Context: an optimization exercise on an open-source flow, tuned for small area, a short achievable clock period and few clock cycles. The choices shown serve that exercise and are no tape-out recipe. Function was checked by simulation only, so behaviour that the tests miss may differ from the original. Power figures rest on the tool's default switching activity, not on a simulated workload.

==> flow/design.v, too long to show whole: its modules and the start of the top module <==
// module matrix_bram: 27 lines
// module systolic_pe: 13 lines
// module booth_pp: 27 lines
// module dot4_csa: 1917 lines
// module csa_fa: 7 lines
// module csa_ha: 7 lines
// module tile_sequencer: 20 lines
// module result_buffer: 41 lines
// module matmul_top: 61 lines
module matmul_top
#(
    parameter  int BLOCK   = 4,
    parameter  int INNER   = 4,
    parameter  int A_ROWS  = 8,      
    parameter  int B_COLS  = 8,      
    localparam int A_DEPTH = (A_ROWS / BLOCK) * INNER,
    localparam int B_DEPTH = (B_COLS / BLOCK) * INNER,
    localparam int A_AW    = (A_DEPTH > 1) ? $clog2(A_DEPTH) : 1,
    localparam int B_AW    = (B_DEPTH > 1) ? $clog2(B_DEPTH) : 1,
    localparam int R_AW    = (A_ROWS * B_COLS > 1) ? $clog2(A_ROWS * B_COLS) : 1
) (
    input  logic              clk,
    input  logic              rst_n,
    input  logic              a_we,
    input  logic [A_AW-1:0]   a_addr,      
    input  logic [BLOCK-1:0][ELEM_W-1:0]  a_data,
    input  logic              b_we,
    input  logic [B_AW-1:0]   b_addr,      
    input  logic [BLOCK-1:0][ELEM_W-1:0]  b_data,
    input  logic              start,
    output logic              busy,
    output logic              done,
    input  logic [R_AW-1:0]   res_addr,
    output logic signed [ELEM_W-1:0]             res_data
);
  // ...
==> flow/run.sh <==
#!/bin/bash
# synth_recipe.tcl (not shown) runs the flow's synth.tcl, then flattens the netlist and writes it again
# the make line also repeats each setting of config.mk as NAME=value (left out here)
make -C /OpenROAD-flow-scripts/flow DESIGN_CONFIG=/design/flow/config.mk WORK_HOME=/design/flow/orfs CLKGATE_MAP_FILE= SYNTH_SCRIPT=/design/flow/synth_recipe.tcl finish
==> flow/config.mk <==
export PLATFORM = sky130hd
export DESIGN_NAME = matmul_top
export DESIGN_NICKNAME = matmul_top
export VERILOG_FILES = /design/flow/design.v
export SDC_FILE = /design/flow/constraint.sdc
export NUM_CORES = 4
export LEC_CHECK = 0
export CAP_MARGIN = 20
export CORE_MARGIN = 2
export CORE_UTILIZATION = 65
export CTS_CLUSTER_SIZE = 30
export SETUP_SLACK_MARGIN = 3.2
export SLEW_MARGIN = 20
export SYNTH_HIERARCHICAL = 1
==> flow/constraint.sdc <==
create_clock -name core_clock -period 10.0 [get_ports {clk}]
set_input_delay 2.0000 -clock core_clock [delete_from_list [all_inputs] [get_ports {clk}]]
set_output_delay 2.0000 -clock core_clock [all_outputs]
set_load 0.01 [all_outputs]
==> flow_summary_export.csv, run 1 <==
group,metric,value,unit
die,io_pins,163,
power_and_ir_drop,power.switching,0.01487,W
grt,use_met2,49.81,%
routing,first_iter_violations,6229,
grt,grt_pass1_vias,51730,
setup_path,path_class,"input pin to register",
cells_and_area,nNonClkBuffers,303,
synth,ys_top_cells_by_count,"edfxtp_1, nand2_1, fa_1",
cells_and_area,area_delta_synth_final,10.01,%
timing,rsz0062_at_grt,"yes",
synth,netlist.area_leader.share,61.54,%
setup_path,cp_top_family,"adder cells",
run_status,status,"complete, no violations",
die,die_area,156900,um2
clock_tree,cts_resized,158,
synth,ys_seq_area_share,64.08,%
power_and_ir_drop,maxPowerGroup,"combinational cells",
setup_path,cp.required,10680,ps
placed_design,gp_congestion,0.9909,
setup_path,path_common_cell,"fa_1",
setup_path,crit-reg2reg-launch,"b_mem.snap_q[361]$_DFFE_PP_",
setup_path,startpoint,"res_addr[2]",
power_and_ir_drop,peakVddDrop,0.0005294,V
clock_tree,cts_made_buffers,201,
clock_tree,clk_latency,860,ps
placed_design,hpwl,165.9,mm
cells_and_area,multi_input_area,33460,um2
synth,syn_area_per_cell,17.19,um2
synth,ys_warn_count,9,
setup_path,cp.depth,12,
cells_and_area,drive_gt1_share,17.90,%
cells_and_area,nFillCells,9146,
die,taps,2030,
cells_and_area,sh_seq_area,58.26,%
min_path,min_path_cells,0,
clock_tree,cts_tree,"built",
grt,grt_first_pass_wirelength,361.8,mm
cells_and_area,nFlopsAndLatches,2175,
routing,dr_wl_met3,23.91,mm
timing,skew,71.28,ps
cells_and_area,final_area,109900,um2
cells_and_area,seq_area,64050,um2
synth,synth_adder_area_share,11.27,%
cells_and_area,nClkBuffers,233,
cells_and_area,final_cells,7942,
Testbench counts, summed over its fixed seeds: cycles 4,296.
==> run 2, diff against run 1 <==
--- a/flow/config.mk
+++ b/flow/config.mk
@@ -7,7 +7,7 @@
 export LEC_CHECK = 0
 export CAP_MARGIN = 20
 export CORE_MARGIN = 2
-export CORE_UTILIZATION = 65
+export CORE_UTILIZATION = 55
 export CTS_CLUSTER_SIZE = 30
 export SETUP_SLACK_MARGIN = 3.2
 export SLEW_MARGIN = 20
==> run 2 against run 1 <==
Effect of this change: clock skew rose by 23 ps; register-to-register slack better by 100 ps; core utilization fell by 11 points; clock-buffer cell count is 12 higher; sequential share of layout area decreased by 0.32 points; first-iteration DRC count shrank 14%; combinational power is essentially flat.
==> flow_summary_export.csv, run 2 <==
group,metric,value,unit
run_status,status,"complete, no violations",
synth,synthTopCellsByArea,"edfxtp_1, fa_1, mux4_2, xnor2_1, o221ai_1",
grt,antenna_found_initial,17,
synth,synth_cells,5813,
synth,synthSimpleGateAreaFrac,3.786,%
timing,hold_violations,0,
timing,finalMaxSlewViolations,0,
timing,skew,94.43,ps
routing,dr.pass1.iters,6,
synth,syn_area,99940,um2
synth,synth-xor-area-share,4.281,%
synth,synth_top_area_cell,"edfxtp_1",
cells_and_area,nFillCells,13060,
grt,grt_usage,26.68,%
timing,fmax,147.3,MHz
clock_tree,cts-htree-levels,4,
grt,grt_first_pass_wirelength,353.9,mm
timing,finalWorstSetupSlack,3211,ps
placed_design,gp_congestion,0.9581,
setup_path,arrival,4790,ps
die,io_pins,163,
power_and_ir_drop,p_per_area,353.4,nW/um2
clock_tree,path_clk_slew,60,ps
clock_tree,clk_latency,870,ps
run,drv_cap,0,
die,die_h,430.3,um
routing,ant_nets,0,
timing,relSlewSlack,25.55,%
routing,first_iter_violations,5385,
cells_and_area,layout.nets,6503,
clock_tree,cts_hold_buf,0,
routing,drt-vias-per-instance,6.136,
setup_path,crit_path_start_kind,"register",
setup_path,cp.required,8000,ps
synth,synth_adder_area_share,11.27,%
synth,yosys-mux-area-fraction,7.283,%
die,row_count,156,
grt,grt_util_met3,5.855,%
power_and_ir_drop,power.leakage,36.39,nW
synth,yosys.cell_types.count,63,
die,coreArea,180700,um2
cells_and_area,final_core_util,61.16,%
placed_design,place_ws,1630,ps
setup_path,path_class,"register to primary output",
synth,ys_top_cells_by_count,"edfxtp_1, nand2_1, fa_1",
die,die_area,185100,um2
clock_tree,cts-root-buf,"clkbuf_16",
synth,ys_seq_area_share,64.08,%
clock_tree,cts_tree,"built",
clock_tree,cts_made_buffers,206,
synth,synth_top_family_by_area,"adder cells",
min_path,hp-class,"register to register",
synth,synth_compound_gate_area_share,5.808,%
timing,hold_slack,334.3,ps
placed_design,port_buffers,162,
synth,ys_warn_count,9,
routing,routed_wirelength,245.9,mm
cells_and_area,drive_gt1_share,17.85,%
grt,busiest_layer,"met2",
die,die_w,430.3,um
power_and_ir_drop,peakVddDrop,0.0005070,V
cells_and_area,seq_area,64050,um2
clock_tree,clockBufferDepth,3,
clock_tree,clock-sinks,2175,
synth,ys_seq_elements,2175,
routing,via_count,51010,
timing,worst_pin_slew,1110,ps
setup_path,cp-end-kind,"primary output",
grt,grt_max_degree,175,
grt,use_met2,40.31,%
synth,async_flop_share,0,%
timing,layout_min_cycle_time,6789,ps
synth,synth-edff-count,2048,
cells_and_area,multi_input_area,33390,um2
timing,finalCritPeriodShare,67.89,%
grt,grt_pass1_vias,50170,
cells_and_area,area_delta_synth_final,10.62,%
timing,rsz0062_at_grt,"yes",
cells_and_area,layout_commonest_cell,"edfxtp_1",
grt,grt_overflow,0,
cells_and_area,final_cell_mix,"edfxtp_1, fa_1, nand2_1",
die,start_util,55.29,%
grt,grtUsageMet1,39.57,%
synth,netlist.area_leader.share,61.54,%
synth,ys_dominant_reg_cell,"edfxtp_1",
synth,syn_area_per_cell,17.19,um2
routing,drcViolationCount,0,
routing,avgRoutedWirePerCell,29.58,um
timing,setup_violations,0,
placed_design,hpwl,167.8,mm
synth,yosysMostFrequentCell,"edfxtp_1",
setup_path,path_max_fanout,7,
run 2: cell counts after synthesis:
Identical to the previous run, type by type.
run 2: cell type report:
cell class,count,area share (%)
diodes,4,0.009055
clock buffers,245,4.805
clock inverters,134,1.322
inverters,46,0.1562
multi-input cells,3018,30.20
flip-flops and latches,2175,57.94
well taps,2370,2.682
repair buffers,322,2.887
run 2: per-module statistics from Yosys (local to each module, per instance), a selection:
module / copies in the design / cell area, um2
booth_pp: 4 / 3745
csa_fa: 518 / 20.02
csa_ha: 29 / 12.51
dot4_csa: 1 / 3040
result_buffer: 1 / 1784
systolic_pe: 1 / 7665
tile_sequencer: 1 / 42.54
run 2: cells by family after synthesis:
| group | Yosys count |
|---|---|
| flops | 2175 |
| compound gates | 731 |
| buf+inv | 629 |
| xor+xnor | 485 |
| simple gates | 812 |
| mux | 390 |
| fa+ha+maj | 589 |
| other cells | 2 |
run 2: repair_timing:
action / 4_1_cts / 5_1_grt
resized for setup: 154 / 74
setup endpoints to repair: 79 / 56
pin swaps: 21 / 28
gates cloned: 2 / 2
setup buffers: 21 / 23
run 2: worst paths after layout:
| check | end | cells after the start | slack, ps | startpoint |
|---|---|---|---|---|
| worst max-delay path | res_data[2] | 13 | 3210 | u_res.u_dot.q_s908$_DFF_P_ |
| worst min-delay path | b_mem.snap_q[276]$_DFFE_PP_ | 0 | 330 | b_mem.mem[276]$_DFFE_PP_ |
| worst max register to register | u_res.u_dot.q_s899$_DFF_P_ | 11 | 4500 | b_mem.snap_q[295]$_DFFE_PP_ |
| worst min register to register | b_mem.snap_q[276]$_DFFE_PP_ | 0 | 330 | b_mem.mem[276]$_DFFE_PP_ |
run 2: through the flow:
step                power [W]  setup TNS (ps)  instance area (um2)  instances
CTS                   0.03872               0               110000       8285
floorplan             0.02484        -7897110               100300       5821
finish                0.03906               0               110500       8314
global placement      0.02984               0               102500       7883
detailed placement    0.03021               0               102500       7883
global route          0.04175               0               110500       8312
run 2: critical path: stages, from the launching register on:
cell	delay (ps)
dfxtp_1	320
fa_2	610
fa_2	510
ha_4	270
a21o_1	180
a21o_1	180
a21oi_2	190
a31oi_4	130
o211ai_4	380
and2_4	240
mux2_4	420
buf_4	180
o22ai_2	140
buf_2	150
run 2: routing by layer:
layer	vias up	wire length [um]
met5	-	116
met2	1943	112500
li1	21870	-
met4	18	6560
met1	26820	107200
met3	361	19520
run 2: power breakdown:
group	internal, W	switching [W]	leakage, nW
registers	0.0110	0.000213	20.2
clock network	0.00436	0.00333	3.26
logic	0.00891	0.0113	12.9
total	0.0243	0.0148	36.4
==> run 3, diff against run 2 <==
--- a/flow/config.mk
+++ b/flow/config.mk
@@ -7,8 +7,8 @@
 export LEC_CHECK = 0
 export CAP_MARGIN = 20
 export CORE_MARGIN = 2
-export CORE_UTILIZATION = 55
+export CORE_UTILIZATION = 60
 export CTS_CLUSTER_SIZE = 30
-export SETUP_SLACK_MARGIN = 3.2
+export SETUP_SLACK_MARGIN = 3.6
 export SLEW_MARGIN = 20
 export SYNTH_HIERARCHICAL = 1
==> run 3 against run 2 <==
Effect of this change: still clean on timing, DRC and antenna; cell area is 1.6% higher; clock skew decreased by 51 ps; worst setup slack lost 24 ps; first-iteration DRC count grew 5.6%; fmax down 0.35%; critical path type unchanged; critical endpoint is now res_data[14].
==> flow_summary_export.csv, run 3 <==
group,metric,value,unit
grt,grt_pass1_vias,51870,
timing,layout_min_cycle_time,6813,ps
timing,relSlewSlack,27.84,%
timing,skew,43.11,ps
timing,rsz0062_at_grt,"yes",
synth,ys_top_cells_by_count,"edfxtp_1, nand2_1, fa_1",
routing,avgRoutedWirePerCell,30.84,um
clock_tree,path_clk_slew,70,ps
min_path,hp-class,"register to register",
setup_path,cp_slowest_cell,"fa_2",
grt,use_met2,45.81,%
timing,finalMaxSlewViolations,0,
routing,drcViolationCount,0,
synth,yosys.cell_types.count,63,
clock_tree,clk_latency,880,ps
routing,via_count,52390,
cells_and_area,layout.nets,6650,
timing,fin_setup_tns,0,ps
setup_path,reg2reg_depth,12,
setup_path,cp-endpoint,"res_data[14]",
routing,first_iter_violations,5687,
grt,grt_usage,30.07,%
setup_path,ff2ff_setup_slack,4560,ps
clock_tree,cts_tree,"built",
synth,synth_top_area_cell,"edfxtp_1",
clock_tree,cts_made_buffers,204,
synth,ys_seq_area_share,64.08,%
routing,ant_nets,0,
grt,antenna_found_initial,8,
setup_path,regToRegEndpoint,"u_res.u_dot.q_s903$_DFF_P_",
cells_and_area,area_delta_synth_final,12.38,%
clock_tree,cts-htree-levels,4,
power_and_ir_drop,peakVddDrop,0.0004107,V
timing,hold_violations,0,
setup_path,path_class,"register to primary output",
die,row_count,149,
power_and_ir_drop,power.leakage,37.44,nW
cells_and_area,nFillCells,10910,
power_and_ir_drop,p_per_area,350.8,nW/um2
run,drv_cap,0,
timing,setup_violations,0,
die,start_util,60.50,%
synth,syn_area,99940,um2
setup_path,critPathMaxStageDelay,580,ps
setup_path,cp.required,8000,ps
setup_path,cp-end-kind,"primary output",
setup_path,arrival,4810,ps
timing,worst_pin_slew,1082,ps
cells_and_area,layout_commonest_cell,"edfxtp_1",
clock_tree,cts_hold_buf,0,
setup_path,startpoint,"u_res.u_dot.q_s913$_DFF_P_",
setup_path,crit-reg2reg-launch,"b_mem.snap_q[103]$_DFFE_PP_",
timing,finalCritPeriodShare,68.13,%
synth,synth_cells,5813,
routing,drt-vias-per-instance,6.334,
grt,grt_first_pass_wirelength,362.6,mm
grt,grt_util_met3,6.466,%
setup_path,crit_path_start_kind,"register",
cells_and_area,final_cell_mix,"edfxtp_1, nand2_1, fa_1",
timing,fmax,146.8,MHz
cells_and_area,final_core_util,67.99,%
synth,netlist.area_leader.share,61.54,%
grt,grt_overflow,0,
setup_path,path_common_cell,"a21o_1",
routing,routed_wirelength,255.0,mm
clock_tree,clock-sinks,2175,
synth,yosysMostFrequentCell,"edfxtp_1",
die,coreArea,165200,um2
setup_path,path_max_fanout,5,
placed_design,hpwl,168.8,mm
placed_design,port_buffers,162,
synth,syn_area_per_cell,17.19,um2
grt,grtUsageMet1,44.30,%
synth,ys_dominant_reg_cell,"edfxtp_1",
routing,dr.pass1.iters,8,
run_status,status,"complete, no violations",
die,die_area,169800,um2
die,io_pins,163,
synth,async_flop_share,0,%
placed_design,gp_congestion,0.9795,
cells_and_area,drive_gt1_share,21.03,%
setup_path,path_cells,"fa_1 > fa_2 > ha_4 > a21o_1 > a21o_1 > a21oi_2 > a31oi_4 > o211ai_4 > and2_4 > mux2_4 > buf_4 > o22ai_4 > buf_6",
placed_design,place_ws,1473,ps
clock_tree,cts-root-buf,"clkbuf_16",
grt,grt_max_degree,145,
clock_tree,clockBufferDepth,3,
die,die_h,412.1,um
synth,ys_warn_count,9,
synth,synthTopCellsByArea,"edfxtp_1, fa_1, mux4_2, xnor2_1, o221ai_1",
timing,hold_slack,400.9,ps
grt,busiest_layer,"met2",
die,die_w,412.1,um
synth,ys_seq_elements,2175,
timing,finalWorstSetupSlack,3187,ps
synth,synth-edff-count,2048,
run 3: cell counts after synthesis:
No cell type changed its count.
run 3: repair_timing:
item / in CTS / in global routing
gates resized for setup: 285 / 118
gates cloned: 12 / 17
hold endpoints to repair: 0 / 0
setup endpoints to repair: 93 / 58
pin swaps: 46 / 36
setup buffers: 68 / 80
run 3: logic make-up after synthesis:
kind of cell,after synthesis,synth area share [%]
mux,390,7.283
compound gates,731,5.808
fa+ha+maj,589,11.27
simple gates,812,3.786
other cells,2,0.007515
buf+inv,629,3.479
xor+xnor,485,4.281
flops,2175,64.08
run 3: layout make-up:
| type | count | area, um2 | area share, % |
|---|---|---|---|
| Tap cell | 2189 | 2739 | 2.439 |
| Clock buffer | 258 | 5329 | 4.745 |
| Clock inverter | 113 | 1154 | 1.027 |
| Antenna cell | 1 | 2.502 | 0.002228 |
| Sequential cell | 2175 | 64050 | 57.03 |
| Inverter | 46 | 172.7 | 0.1538 |
| Timing Repair Buffer | 455 | 4489 | 3.997 |
| Multi-Input combinational cell | 3034 | 34370 | 30.60 |
run 3: worst min-delay path by stage:
stage	start	to	slack (ps)	cells past startpoint
after floorplan	a_mem.mem[0]$_DFFE_PP_	a_mem.snap_q[0]$_DFFE_PP_	400	0
after global placement	a_mem.mem[296]$_DFFE_PP_	a_mem.snap_q[296]$_DFFE_PP_	400	0
after detailed placement	a_mem.mem[100]$_DFFE_PP_	a_mem.snap_q[100]$_DFFE_PP_	400	0
after CTS	a_mem.mem[183]$_DFFE_PP_	a_mem.snap_q[183]$_DFFE_PP_	390	0
after global routing	a_mem.mem[183]$_DFFE_PP_	a_mem.snap_q[183]$_DFFE_PP_	410	0
final	a_mem.mem[337]$_DFFE_PP_	a_mem.snap_q[337]$_DFFE_PP_	400	0
run 3: modules after synthesis, one instance, submodules excluded, a selection:
module | times used | cells | cell area [um2] | flip-flops and latches
tile_sequencer | 1 | 4 | 42.54 | 1
result_buffer | 1 | 220 | 1784 | 0
dot4_csa | 1 | 196 | 3040 | 126
csa_ha | 29 | 1 | 12.51 | 0
systolic_pe | 1 | 454 | 7665 | 0
csa_fa | 518 | 1 | 20.02 | 0
booth_pp | 4 | 582 | 3745 | 0
run 3: metal layers:
layer	share of wire [%]	wire, um	vias up
li1	-	-	22240
met1	42	106700	27380
met2	46	117100	2391
met3	9.3	23690	382
met4	3.0	7590	2
met5	0.0047	12	-
run 3: per-stage QoR:
stage,total power (W),instances,area [um2]
floorplan,0.02485,5821,100400
global placement,0.02974,7721,102500
detailed placement,0.03032,7721,102500
CTS,0.03900,8172,110800
global route,0.04190,8270,112300
finish,0.03939,8271,112300
run 3: power breakdown:
| group | total [W] | switching [W] | internal (W) | leakage, nW |
|---|---|---|---|---|
| logic | 0.0207 | 0.0116 | 0.00915 | 14.1 |
| clock network | 0.00746 | 0.00324 | 0.00422 | 3.16 |
| registers | 0.0112 | 0.000225 | 0.0110 | 20.2 |
| total | 0.0394 | 0.0150 | 0.0244 | 37.4 |
run 3: critical path: cells and delay by family, from the launching register on:
kind / cells / cell delay [ps]
AO/OA/AOI/OAI: 6 / 1250
adder cells (fa/ha/maj): 3 / 1280
buffers and inverters: 2 / 320
flip-flops: 1 / 400
multiplexers: 1 / 410
AND/OR/NAND/NOR: 1 / 240
==> run 4, diff against run 3 <==
--- a/flow/config.mk
+++ b/flow/config.mk
@@ -7,8 +7,8 @@
 export LEC_CHECK = 0
 export CAP_MARGIN = 20
 export CORE_MARGIN = 2
-export CORE_UTILIZATION = 60
+export CORE_UTILIZATION = 65
 export CTS_CLUSTER_SIZE = 30
-export SETUP_SLACK_MARGIN = 3.6
+export SETUP_SLACK_MARGIN = 3.45
 export SLEW_MARGIN = 20
 export SYNTH_HIERARCHICAL = 1
==> run 4 against run 3 <==
Effect of this change: register-to-register slack got worse by 20 ps; non-clock buffer count decreased by 91; hold slack got worse by 49 ps; first-iteration DRC count grew 5.0%; global-route usage up 2.1 points; die area shrank 7.6%; worst setup slack better by 48 ps; synthesized area is the same; sequential share of layout area is 0.72 points higher; synthesized cell count unchanged; clock skew is 46 ps higher; clock-buffer cell count down 21; critical endpoint is now res_data[1]; largest cell class unchanged; largest power group unchanged; highest routed layer unchanged.
==> flow_summary_export.csv, run 4 <==
group,metric,value,unit
timing,finalWorstSetupSlack,3236,ps
timing,fmax,147.8,MHz
min_path,min_path_cells,0,
setup_path,critPathMaxStageDelay,600,ps
synth,synth_adder_area_share,11.27,%
synth,synth_compound_gate_area_share,5.808,%
timing,finalCritPeriodShare,67.64,%
setup_path,arrival,4760,ps
clock_tree,cts_tree,"built",
die,coreArea,152300,um2
timing,skew,89.15,ps
clock_tree,cts_hold_buf,0,
cells_and_area,layout_commonest_cell,"edfxtp_1",
clock_tree,cts-htree-levels,4,
synth,async_flop_share,0,%
placed_design,port_buffers,162,
synth,yosys.cell_types.count,63,
setup_path,cp-end-kind,"primary output",
synth,synth_top_area_cell,"edfxtp_1",
timing,finalMaxSlewViolations,0,
run,drv_cap,0,
grt,grt_usage,32.18,%
routing,routed_wirelength,251.8,mm
routing,drt-vias-per-instance,6.524,
synth,syn_area,99940,um2
synth,yosys-mux-area-fraction,7.283,%
setup_path,cp.required,8000,ps
synth,synth_top_family_by_area,"adder cells",
placed_design,hpwl,165.9,mm
die,row_count,143,
synth,ys_seq_area_share,64.08,%
synth,synthSimpleGateAreaFrac,3.786,%
synth,synth-xor-area-share,4.281,%
synth,ys_dominant_reg_cell,"edfxtp_1",
grt,grt_first_pass_wirelength,359.9,mm
routing,avgRoutedWirePerCell,31.43,um
timing,rsz0062_at_grt,"yes",
power_and_ir_drop,power.leakage,36.77,nW
cells_and_area,final_core_util,72.83,%
setup_path,path_max_fanout,4,
routing,first_iter_violations,5969,
power_and_ir_drop,p_per_area,353.9,nW/um2
grt,grt_pass1_vias,52180,
synth,synth-edff-count,2048,
routing,drcViolationCount,0,
clock_tree,cts_made_buffers,199,
cells_and_area,final_cell_mix,"edfxtp_1, fa_1, nand2_1",
setup_path,cp_slowest_cell,"fa_1",
synth,yosysMostFrequentCell,"edfxtp_1",
cells_and_area,area_delta_synth_final,10.96,%
setup_path,path_cells,"fa_1 > fa_1 > ha_4 > nand2_4 > nor3_4 > o211ai_4 > a31oi_4 > o211ai_4 > and2_4 > buf_12 > mux2_4 > buf_8 > o22ai_4 > buf_2",
synth,ys_top_cells_by_count,"edfxtp_1, nand2_1, fa_1",
run_status,status,"complete, no violations",
die,die_area,156900,um2
die,die_h,396.1,um
clock_tree,clock-sinks,2175,
min_path,hp-class,"register to register",
synth,netlist.area_leader.share,61.54,%
routing,via_count,52260,
cells_and_area,layout.nets,6544,
synth,synth_cells,5813,
cells_and_area,drive_gt1_share,19.46,%
setup_path,path_class,"register to primary output",
synth,ys_seq_elements,2175,
timing,setup_violations,0,
die,start_util,65.63,%
clock_tree,cts-root-buf,"clkbuf_16",
clock_tree,clockBufferDepth,3,
synth,synthTopCellsByArea,"edfxtp_1, fa_1, mux4_2, xnor2_1, o221ai_1",
power_and_ir_drop,peakVddDrop,0.0004450,V
synth,ys_warn_count,9,
die,io_pins,163,
grt,grt_overflow,0,
synth,syn_area_per_cell,17.19,um2
setup_path,crit_path_start_kind,"register",
grt,antenna_found_initial,7,
grt,grt_max_degree,161,
clock_tree,path_clk_slew,70,ps
timing,layout_min_cycle_time,6764,ps
routing,dr.pass1.iters,6,
timing,hold_violations,0,
timing,relSlewSlack,26.02,%
placed_design,gp_congestion,1.006,
setup_path,reg2reg_depth,11,
routing,ant_nets,0,
die,die_w,396.1,um
placed_design,place_ws,1734,ps
timing,worst_pin_slew,1110,ps
clock_tree,clk_latency,860,ps
## run 4: cell types whose count changed in the layout (fill, tap and decap cells not counted), moves of 10 or more
cell	delta
buf_4	-78
clkbuf_1	-15
o221ai_1	+11
and3b_2	+10
## run 4: path summary, 6_finish.rpt
| check | start | end | slack, ps |
|---|---|---|---|
| setup / recovery | u_res.u_dot.q_s896$_DFF_P_ | res_data[1] | 3240 |
| hold / removal | b_mem.mem[66]$_DFFE_PP_ | b_mem.snap_q[66]$_DFFE_PP_ | 350 |
| setup reg to reg | b_mem.snap_q[289]$_DFFE_PP_ | u_res.u_dot.q_s891$_DFF_P_ | 4540 |
| hold reg to reg | b_mem.mem[66]$_DFFE_PP_ | b_mem.snap_q[66]$_DFFE_PP_ | 350 |
## run 4: metrics by stage
stage	hold slack, ps	cell area [um2]	cells	setup TNS [ps]	total power, W
final	352.2	110900	8011	0	0.03924
after CTS	346.9	110000	7961	0	0.03868
after global placement	400.1	102100	7540	0	0.02937
after global routing	362.8	110900	8008	0	0.04175
after floorplan	400.3	100400	5821	-7897110	0.02485
after detailed placement	404.5	102100	7541	0	0.02997
## run 4: area by class of cell
class / instances / area, um2
Antenna cell: 5 / 12.51
Clock buffer: 237 / 5122
Timing Repair Buffer: 364 / 3669
Clock inverter: 130 / 1453
Fill cell: 8954 / 41370
Inverter: 46 / 172.7
Multi-Input combinational cell: 3024 / 33880
Tap cell: 2030 / 2540
Sequential cell: 2175 / 64040
## run 4: cell families after synthesis
logic type | count (synthesis)
AOI/OAI and AO/OA | 731
xor gates and xnor gates | 485
adders and majority gates | 589
buffers and inverters | 629
DFF | 2175
muxes | 390
other | 2
and+or+nand+nor | 812
## run 4: repair_timing
action | 4_1_cts | 5_1_grt
buffers inserted | 46 | 37
setup endpoints to repair | 87 | 64
pin swaps | 35 | 25
endpoints found under the hold margin | 0 | 0
resized for setup | 259 | 76
gates cloned | 7 | 8
## run 4: per-module statistics from Yosys, one instance, submodules excluded, excerpt
module / cells inside / cell area [um2]
tile_sequencer: 4 / 42.54
dot4_csa: 196 / 3040
csa_fa: 1 / 20.02
systolic_pe: 454 / 7665
booth_pp: 582 / 3745
result_buffer: 220 / 1784
csa_ha: 1 / 12.51
## run 4: worst max-delay path: cells and delay by family (launching register included)
family          cells  cell delay, ps
mux                 1             330
flops               1             310
fa+ha+maj           3            1400
simple gates        3             570
buf+inv             3             450
compound gates      4             840
## run 4: per-layer routing
metal	vias to the layer above	track usage [%]	part of all wire (%)
met2	2636	48.74	46
met3	553	8.273	10
li1	21980	-	-
met1	27080	45.46	39
met4	10	12.85	4.6
met5	-	0	0.053
## run 4: report_power, final
group          switching (W)  internal, W
Clock                0.00333      0.00417
Combinational         0.0114      0.00916
Sequential          0.000227       0.0110
Total                 0.0149       0.0243
==> run 5, diff against run 4 <==
--- a/flow/config.mk
+++ b/flow/config.mk
@@ -7,7 +7,7 @@
 export LEC_CHECK = 0
 export CAP_MARGIN = 20
 export CORE_MARGIN = 2
-export CORE_UTILIZATION = 65
+export CORE_UTILIZATION = 70
 export CTS_CLUSTER_SIZE = 30
 export SETUP_SLACK_MARGIN = 3.45
 export SLEW_MARGIN = 20
==> run 5 against run 4 <==
Effect of this change: die area down 7.1%; global-route usage up 6.9 points; sequential power about the same; clock power grew 3.9%; register-to-register slack gained 20 ps; cell area rose by 0.61%; clock-buffer cell count fell by 3; sequential share of layout area decreased by 0.35 points; sequential cell count stayed put; critical path depth increased by 4; critical path type unchanged; worst setup slack lost 190 ps; synthesized area is the same.
==> flow_summary_export.csv, run 5 <==
group,metric,value,unit
min_path,holdPathEnd,"a_mem.snap_q[257]$_DFFE_PP_",
setup_path,crit-reg2reg-launch,"b_mem.snap_q[107]$_DFFE_PP_",
placed_design,gp_congestion,1.011,
timing,layout_min_cycle_time,6952,ps
synth,synthSimpleGateAreaFrac,3.786,%
setup_path,path_cells,"fa_1 > fa_1 > ha_4 > buf_6 > nand2_4 > nor3_4 > o211ai_4 > a31oi_4 > o211ai_2 > buf_6 > buf_6 > and3b_2 > o21ai_4 > buf_12 > buf_16 > buf_8 > o22ai_2 > buf_2",
cells_and_area,nFillCells,7167,
die,die_w,381.8,um
setup_path,regToRegEndpoint,"u_res.u_dot.q_s895$_DFF_P_",
die,coreArea,141600,um2
synth,ys_dominant_reg_cell,"edfxtp_1",
timing,finalMaxSlewViolations,0,
run,drv_cap,0,
routing,via_count,55860,
cells_and_area,layout.nets,6619,
synth,synth_top_family_by_area,"adder cells",
placed_design,port_buffers,162,
power_and_ir_drop,peakVddDrop,0.0004843,V
synth,synth_compound_gate_area_share,5.808,%
setup_path,cp.required,8000,ps
routing,dr.pass1.iters,7,
setup_path,crit_path_start_kind,"register",
synth,yosys.cell_types.count,63,
clock_tree,cts_hold_buf,0,
cells_and_area,area_delta_synth_final,11.63,%
cells_and_area,final_cell_mix,"edfxtp_1, fa_1, nand2_1",
placed_design,hpwl,166.2,mm
clock_tree,path_clk_slew,70,ps
die,io_pins,163,
setup_path,reg2reg_depth,10,
synth,ys_seq_elements,2175,
clock_tree,cts_made_buffers,197,
synth,yosys-mux-area-fraction,7.283,%
timing,worst_pin_slew,1226,ps
routing,first_iter_violations,7997,
synth,synthTopCellsByArea,"edfxtp_1, fa_1, mux4_2, xnor2_1, o221ai_1",
clock_tree,cts_tree,"built",
timing,setup_violations,0,
timing,rsz0062_at_grt,"yes",
synth,syn_area,99940,um2
routing,ant_nets,0,
setup_path,path_max_fanout,7,
synth,ys_top_cells_by_count,"edfxtp_1, nand2_1, fa_1",
grt,grt_pass1_vias,55040,
run_status,status,"complete, no violations",
setup_path,arrival,4950,ps
routing,routed_wirelength,287.1,mm
cells_and_area,layout_commonest_cell,"edfxtp_1",
routing,drt-vias-per-instance,7.033,
routing,avgRoutedWirePerCell,36.15,um
synth,ys_warn_count,9,
grt,grt_usage,39.07,%
cells_and_area,drive_gt1_share,20.58,%
min_path,min_path_cells,0,
power_and_ir_drop,p_clk_share,19.4,%
min_path,holdCritStartpoint,"a_mem.mem[257]$_DFFE_PP_",
clock_tree,clock-sinks,2175,
timing,skew,104.1,ps
synth,synth-xor-area-share,4.281,%
grt,grt_first_pass_wirelength,400.3,mm
clock_tree,clk_latency,880,ps
power_and_ir_drop,p_per_area,361.0,nW/um2
timing,finalWorstSetupSlack,3048,ps
synth,async_flop_share,0,%
setup_path,path_class,"register to primary output",
power_and_ir_drop,sequentialPowerShare,28.0,%
grt,grt_overflow,0,
power_and_ir_drop,p_comb_share,52.7,%
synth,yosysMostFrequentCell,"edfxtp_1",
setup_path,critPathMaxStageDelay,580,ps
die,die_h,381.8,um
timing,fmax,143.9,MHz
die,start_util,70.58,%
power_and_ir_drop,power.leakage,37.25,nW
die,die_area,145800,um2
min_path,hp-class,"register to register",
synth,ys_seq_area_share,64.08,%
timing,relSlewSlack,18.25,%
synth,synth-edff-count,2048,
cells_and_area,final_core_util,78.79,%
setup_path,cp-end-kind,"primary output",
synth,netlist.area_leader.share,61.54,%
power_and_ir_drop,power.internal,0.02443,W
synth,synth_adder_area_share,11.27,%
die,row_count,138,
routing,drcViolationCount,0,
synth,synth_cells,5813,
grt,grt_max_degree,189,
setup_path,path_common_cell,"buf_6",
placed_design,place_ws,1538,ps
clock_tree,cts-htree-levels,4,
setup_path,ff2ff_setup_slack,4560,ps
grt,antenna_found_initial,10,
clock_tree,clockBufferDepth,3,
synth,synth_top_area_cell,"edfxtp_1",
synth,syn_area_per_cell,17.19,um2
timing,hold_violations,0,
setup_path,cp_slowest_cell,"fa_1",
timing,finalCritPeriodShare,69.52,%
power_and_ir_drop,p_sw_share,39.35,%
clock_tree,cts-root-buf,"clkbuf_16",
power_and_ir_drop,power.switching,0.01585,W
==> run 5: Yosys stat by module, one instance, submodules excluded, excerpt <==
module / copies in the design / cells inside / cell area, um2 / flip-flops and latches
dot4_csa: 1 / 196 / 3040 / 126
systolic_pe: 1 / 454 / 7665 / 0
result_buffer: 1 / 220 / 1784 / 0
booth_pp: 4 / 582 / 3745 / 0
csa_ha: 29 / 1 / 12.51 / 0
tile_sequencer: 1 / 4 / 42.54 / 1
csa_fa: 518 / 1 / 20.02 / 0
==> run 5: how the worst max path moves through the flow <==
| stage | startpoint | endpoint | slack, ps | cells after the start |
|---|---|---|---|---|
| after floorplan | start | a_mem.snap_q[0]$_DFFE_PP_ | -7710 | 1 |
| after global routing | u_res.u_dot.q_s963$_DFF_P_ | res_data[5] | 2910 | 13 |
| after detailed placement | res_addr[2] | u_res.u_dot.q_s915$_DFF_P_ | 1540 | 12 |
| after CTS | u_res.u_dot.q_s881$_DFF_P_ | res_data[15] | 3100 | 15 |
| final | u_res.u_dot.q_s879$_DFF_P_ | res_data[5] | 3050 | 18 |
| after global placement | res_addr[2] | u_res.u_dot.q_s915$_DFF_P_ | 1640 | 12 |
==> run 5: power by group through the flow <==
stage               clock [W]  sequential [W]  combinational [W]
floorplan                   0          0.0115             0.0134
global placement            0          0.0114             0.0180
detailed placement          0          0.0114             0.0185
CTS                   0.00775          0.0113             0.0196
global route          0.00810          0.0113             0.0229
finish                0.00780          0.0113             0.0212
==> run 5: per-stage QoR <==
stage          power [W]  TNS (ps)  std cells  area (um2)  hold slack, ps
2_1_floorplan    0.02485  -7897110       5821      100400           400.3
3_3_place_gp     0.02939         0       7410      102000           400.1
3_5_place_dp     0.02995         0       7410      102000           404.5
4_1_cts          0.03865         0       7815      109800           371.8
5_1_grt          0.04232         0       7942      111600           383.1
6_report         0.04028         0       7943      111600           378.8
==> run 5: area by class of cell <==
| cell class | instances | area [um2] | share of cell area (%) |
|---|---|---|---|
| sequential | 2175 | 64040 | 57.41 |
| multi-input combinational | 3030 | 34060 | 30.53 |
| clock buffer | 234 | 5110 | 4.580 |
| timing repair buffer | 435 | 4354 | 3.903 |
| tap | 1890 | 2365 | 2.120 |
| clock inverter | 131 | 1455 | 1.304 |
| inverter | 46 | 172.7 | 0.1548 |
| antenna | 2 | 5.005 | 0.004486 |
==> run 5: per-layer routing <==
metal / global-route usage, % / share of wire, % / vias up
met5: 0 / 0.048 / -
met4: 16.05 / 5.3 / 20
met3: 8.881 / 12 / 799
met2: 61.10 / 47 / 4132
met1: 54.23 / 36 / 28800
li1: - / - / 22110
==> run 5: what timing repair did <==
item | 4_1_cts | 5_1_grt
buffers inserted | 31 | 115
resized for setup | 235 | 149
setup endpoints to repair | 93 | 59
endpoints found under the hold margin | 0 | 0
gates cloned | 9 | 11
pin swaps | 27 | 43
==> run 5: critical path: cells and delay by family (launching register included) <==
kind | cells | cell delay, ps
DFF | 1 | 330
AOI/OAI and AO/OA | 5 | 820
adders and majority gates | 3 | 1390
and+or+nand+nor | 3 | 520
buffers and inverters | 7 | 1030
==> run 5: logic make-up (layout without fill, tap and decap cells) <==
kind of cell,after synthesis,in the layout
other,2,12
xor gates and xnor gates,485,485
and+or+nand+nor,812,815
DFF,2175,2175
adders and majority gates,589,589
AOI/OAI and AO/OA,731,731
muxes,390,400
buffers and inverters,629,846
==> run 6, diff against run 5 <==
--- a/flow/config.mk
+++ b/flow/config.mk
@@ -7,8 +7,8 @@
 export LEC_CHECK = 0
 export CAP_MARGIN = 20
 export CORE_MARGIN = 2
-export CORE_UTILIZATION = 70
+export CORE_UTILIZATION = 65
 export CTS_CLUSTER_SIZE = 30
-export SETUP_SLACK_MARGIN = 3.45
+export SETUP_SLACK_MARGIN = 3.75
 export SLEW_MARGIN = 20
 export SYNTH_HIERARCHICAL = 1
==> run 6 against run 5 <==
Effect of this change: hold slack worse by 27 ps; wire length decreased by 4.4%; fmax is 2.9% higher; highest routed layer unchanged.
==> flow_summary_export.csv, run 6 <==
group,metric,value,unit
cells_and_area,nFillCells,8577,
setup_path,cp_slowest_cell,"fa_1",
synth,async_flop_share,0,%
clock_tree,clock-sinks,2175,
synth,ys_top_cells_by_count,"edfxtp_1, nand2_1, fa_1",
timing,finalCritPeriodShare,67.55,%
placed_design,post_dp_cell_area,102100,um2
grt,grt_max_degree,161,
die,die_h,396.1,um
synth,netlist.area_leader.share,61.54,%
min_path,min_path_cells,0,
routing,ant_nets,0,
run_status,status,"complete, no violations",
clock_tree,cts_tree,"built",
die,die_w,396.1,um
setup_path,cp_top_family,"adder cells",
setup_path,ff2ff_setup_slack,4660,ps
synth,syn_area,99940,um2
power_and_ir_drop,power.leakage,38.47,nW
timing,relSlewSlack,29.14,%
run,drv_cap,0,
cells_and_area,final_cells,8235,
min_path,hp-class,"register to register",
placed_design,gp_congestion,1.006,
cells_and_area,area_delta_synth_final,14.36,%
synth,yosysMostFrequentCell,"edfxtp_1",
cells_and_area,drive_gt1_share,24.06,%
clock_tree,cts_hold_buf,0,
placed_design,hpwl,165.9,mm
timing,fmax,148.0,MHz
clock_tree,path_clk_slew,70,ps
cells_and_area,layout_commonest_cell,"edfxtp_1",
power_and_ir_drop,totalPowerFinal,0.03991,W
synth,syn_area_per_cell,17.19,um2
routing,first_iter_violations,6958,
synth,synthTopCellsByArea,"edfxtp_1, fa_1, mux4_2, xnor2_1, o221ai_1",
routing,avgRoutedWirePerCell,33.35,um
grt,antenna_found_initial,7,
clock_tree,cts-root-buf,"clkbuf_16",
setup_path,path_max_fanout,6,
setup_path,path_cells,"fa_1 > fa_1 > inv_1 > ha_1 > a2111oi_2 > a31oi_1 > xor2_2 > o21ai_4 > buf_6 > buf_12 > mux2_4 > buf_8 > o22ai_2 > buf_2",
routing,via_count,54490,
synth,synth-edff-count,2048,
setup_path,cp.required,8000,ps
synth,synth_cells,5813,
synth,ys_dominant_reg_cell,"edfxtp_1",
synth,ys_warn_count,9,
timing,hold_violations,0,
placed_design,place_inst,7541,
die,die_area,156900,um2
timing,hold_slack,352.2,ps
routing,routed_wirelength,274.6,mm
cells_and_area,layout.nets,6768,
grt,grt_pass1_vias,53460,
routing,dr.pass1.iters,7,
cells_and_area,final_cell_mix,"edfxtp_1, nand2_1, fa_1",
cells_and_area,seq_area,64050,um2
timing,skew,102.0,ps
setup_path,arrival,4760,ps
setup_path,critPathMaxStageDelay,580,ps
min_path,holdCritStartpoint,"b_mem.mem[66]$_DFFE_PP_",
power_and_ir_drop,p_per_area,349.2,nW/um2
synth,ys_seq_elements,2175,
die,io_pins,163,
timing,worst_pin_slew,1063,ps
min_path,holdPathEnd,"b_mem.snap_q[66]$_DFFE_PP_",
clock_tree,clk_latency,870,ps
routing,drcViolationCount,0,
timing,layout_min_cycle_time,6755,ps
setup_path,path_buf_inv,5,
setup_path,path_class,"register to primary output",
setup_path,crit-reg2reg-launch,"b_mem.snap_q[1]$_DFFE_PP_",
cells_and_area,final_area,114300,um2
power_and_ir_drop,peakVddDrop,0.0004509,V
synth,ys_seq_area_share,64.08,%
clock_tree,clockBufferDepth,3,
clock_tree,cts_made_buffers,199,
routing,drt-vias-per-instance,6.617,
setup_path,crit_path_start_kind,"register",
die,start_util,65.63,%
setup_path,cp-end-kind,"primary output",
grt,grt_first_pass_wirelength,379.8,mm
clock_tree,cts-htree-levels,4,
timing,finalMaxSlewViolations,0,
cells_and_area,multi_input_area,35200,um2
setup_path,path_common_cell,"fa_1",
setup_path,regToRegEndpoint,"u_res.u_dot.q_s891$_DFF_P_",
synth,synth_top_area_cell,"edfxtp_1",
timing,setup_violations,0,
synth,yosys.cell_types.count,63,
grt,grt_usage,34.28,%
die,coreArea,152300,um2
timing,rsz0062_at_grt,"yes",
setup_path,reg2reg_depth,11,
grt,grt_overflow,0,
die,row_count,143,
placed_design,port_buffers,162,
run 6: cell counts after synthesis:
No cell type changed its count.
run 6: layout make-up:
cell class | instances | area share [%]
Sequential cell | 2175 | 56.04
Tap cell | 2030 | 2.223
Multi-Input combinational cell | 3051 | 30.80
Inverter | 46 | 0.1511
Clock inverter | 130 | 1.271
Antenna cell | 5 | 0.01095
Timing Repair Buffer | 561 | 5.024
Clock buffer | 237 | 4.482
run 6: worst max-delay path by stage:
stage | start | to | slack, ps | depth (start not counted)
floorplan | start | a_mem.snap_q[0]$_DFFE_PP_ | -7710 | 1
global placement | res_addr[2] | u_res.u_dot.q_s899$_DFF_P_ | 1420 | 12
detailed placement | res_addr[2] | u_res.u_dot.q_s911$_DFF_P_ | 1730 | 12
CTS | u_res.u_dot.q_s880$_DFF_P_ | res_data[14] | 3170 | 13
global route | u_res.u_dot.q_s939$_DFF_P_ | res_data[4] | 3110 | 16
finish | u_res.u_dot.q_s963$_DFF_P_ | res_data[4] | 3240 | 14
run 6: layer usage:
layer	wire length (um)	track usage, %	vias to the layer above
met3	31610	9.350	634
li1	-	-	22490
met5	126	0	-
met1	103800	48.13	28130
met2	124700	51.84	3219
met4	14350	13.64	10
run 6: through the flow:
stage | setup TNS, ps | util (%) | worst slack, ps
4_1_cts | 0 | 73.72 | 3172
2_1_floorplan | -7897110 | - | -7712
6_report | 0 | 75.06 | 3245
5_1_grt | 0 | 75.05 | 3111
3_3_place_gp | 0 | 67.05 | 1418
3_5_place_dp | 0 | 67.06 | 1734
run 6: worst register-to-register path, cell delays in order (launching register included):
cell and delay, ps:
edfxtp_1 370, mux4_2 480, mux2_4 340, or3b_4 470, buf_4 190, o221ai_2 220
fa_1 470, fa_2 600, fa_2 480, fa_1 490, fa_2 580, fa_1 450
run 6: cells by family (layout without fill, tap and decap cells):
group | Yosys count | in the layout | synth area share, %
flops | 2175 | 2175 | 64.08
simple gates | 812 | 819 | 3.786
compound gates | 731 | 731 | 5.808
buf+inv | 629 | 974 | 3.479
fa+ha+maj | 589 | 589 | 11.27
xor+xnor | 485 | 485 | 4.281
mux | 390 | 417 | 7.283
other cells | 2 | 15 | 0.007515
run 6: modules after synthesis, one instance, submodules excluded, excerpt:
module,flip-flops and latches,times used
dot4_csa,126,1
tile_sequencer,1,1
systolic_pe,0,1
csa_ha,0,29
result_buffer,0,1
csa_fa,0,518
booth_pp,0,4
run 6: what timing repair did:
item,in CTS,in global routing
setup buffers,166,106
hold endpoints to repair,0,0
setup endpoints to repair,102,68
cloned,33,16
resized for setup,422,175
pin swaps,75,77
run 6: power breakdown:
| group | leakage, nW | switching (W) | internal, W |
|---|---|---|---|
| sequential | 20.2 | 0.000236 | 0.0110 |
| clock | 3.16 | 0.00342 | 0.00418 |
| combinational | 15.1 | 0.0116 | 0.00949 |

static timing again, ports no longer ideal:
Ports are ideal in the flow. The routed layouts listed here were re-timed in OpenROAD. Step 1 sets driving cells, clkbuf_16 on the clock port and buf_2 on the other inputs (assumed; they add their load-dependent delay and slew). Step 2 also shifts input and output timing later by t, the mid clock arrival at the registers, as if the neighbouring blocks saw the same clock. Three values: no drivers, after step 1, after step 2; two values: the first two.
run | t, ns | setup slack, ns | pins driven straight from the clock port
run 1 | 0.918 | 3.205 / 3.121 / 2.249 | 1
run 2 | 0.913 | 3.211 / 3.125 / 2.285 | 1
run 3 | 0.938 | 3.187 / 3.104 / 2.387 | 1
run 4 | 0.904 | 3.236 / 3.148 / 2.395 | 1
run 5 | 0.926 | 3.048 / 2.954 / 2.312 | 1
run 6 | 0.902 | 3.245 / 3.157 / 2.434 | 1
After both steps every run listed still meets setup and hold. For run 1, which loses most, drivers alone change the setup slack by -0.084 ns; drivers and shift together by -0.956 ns.
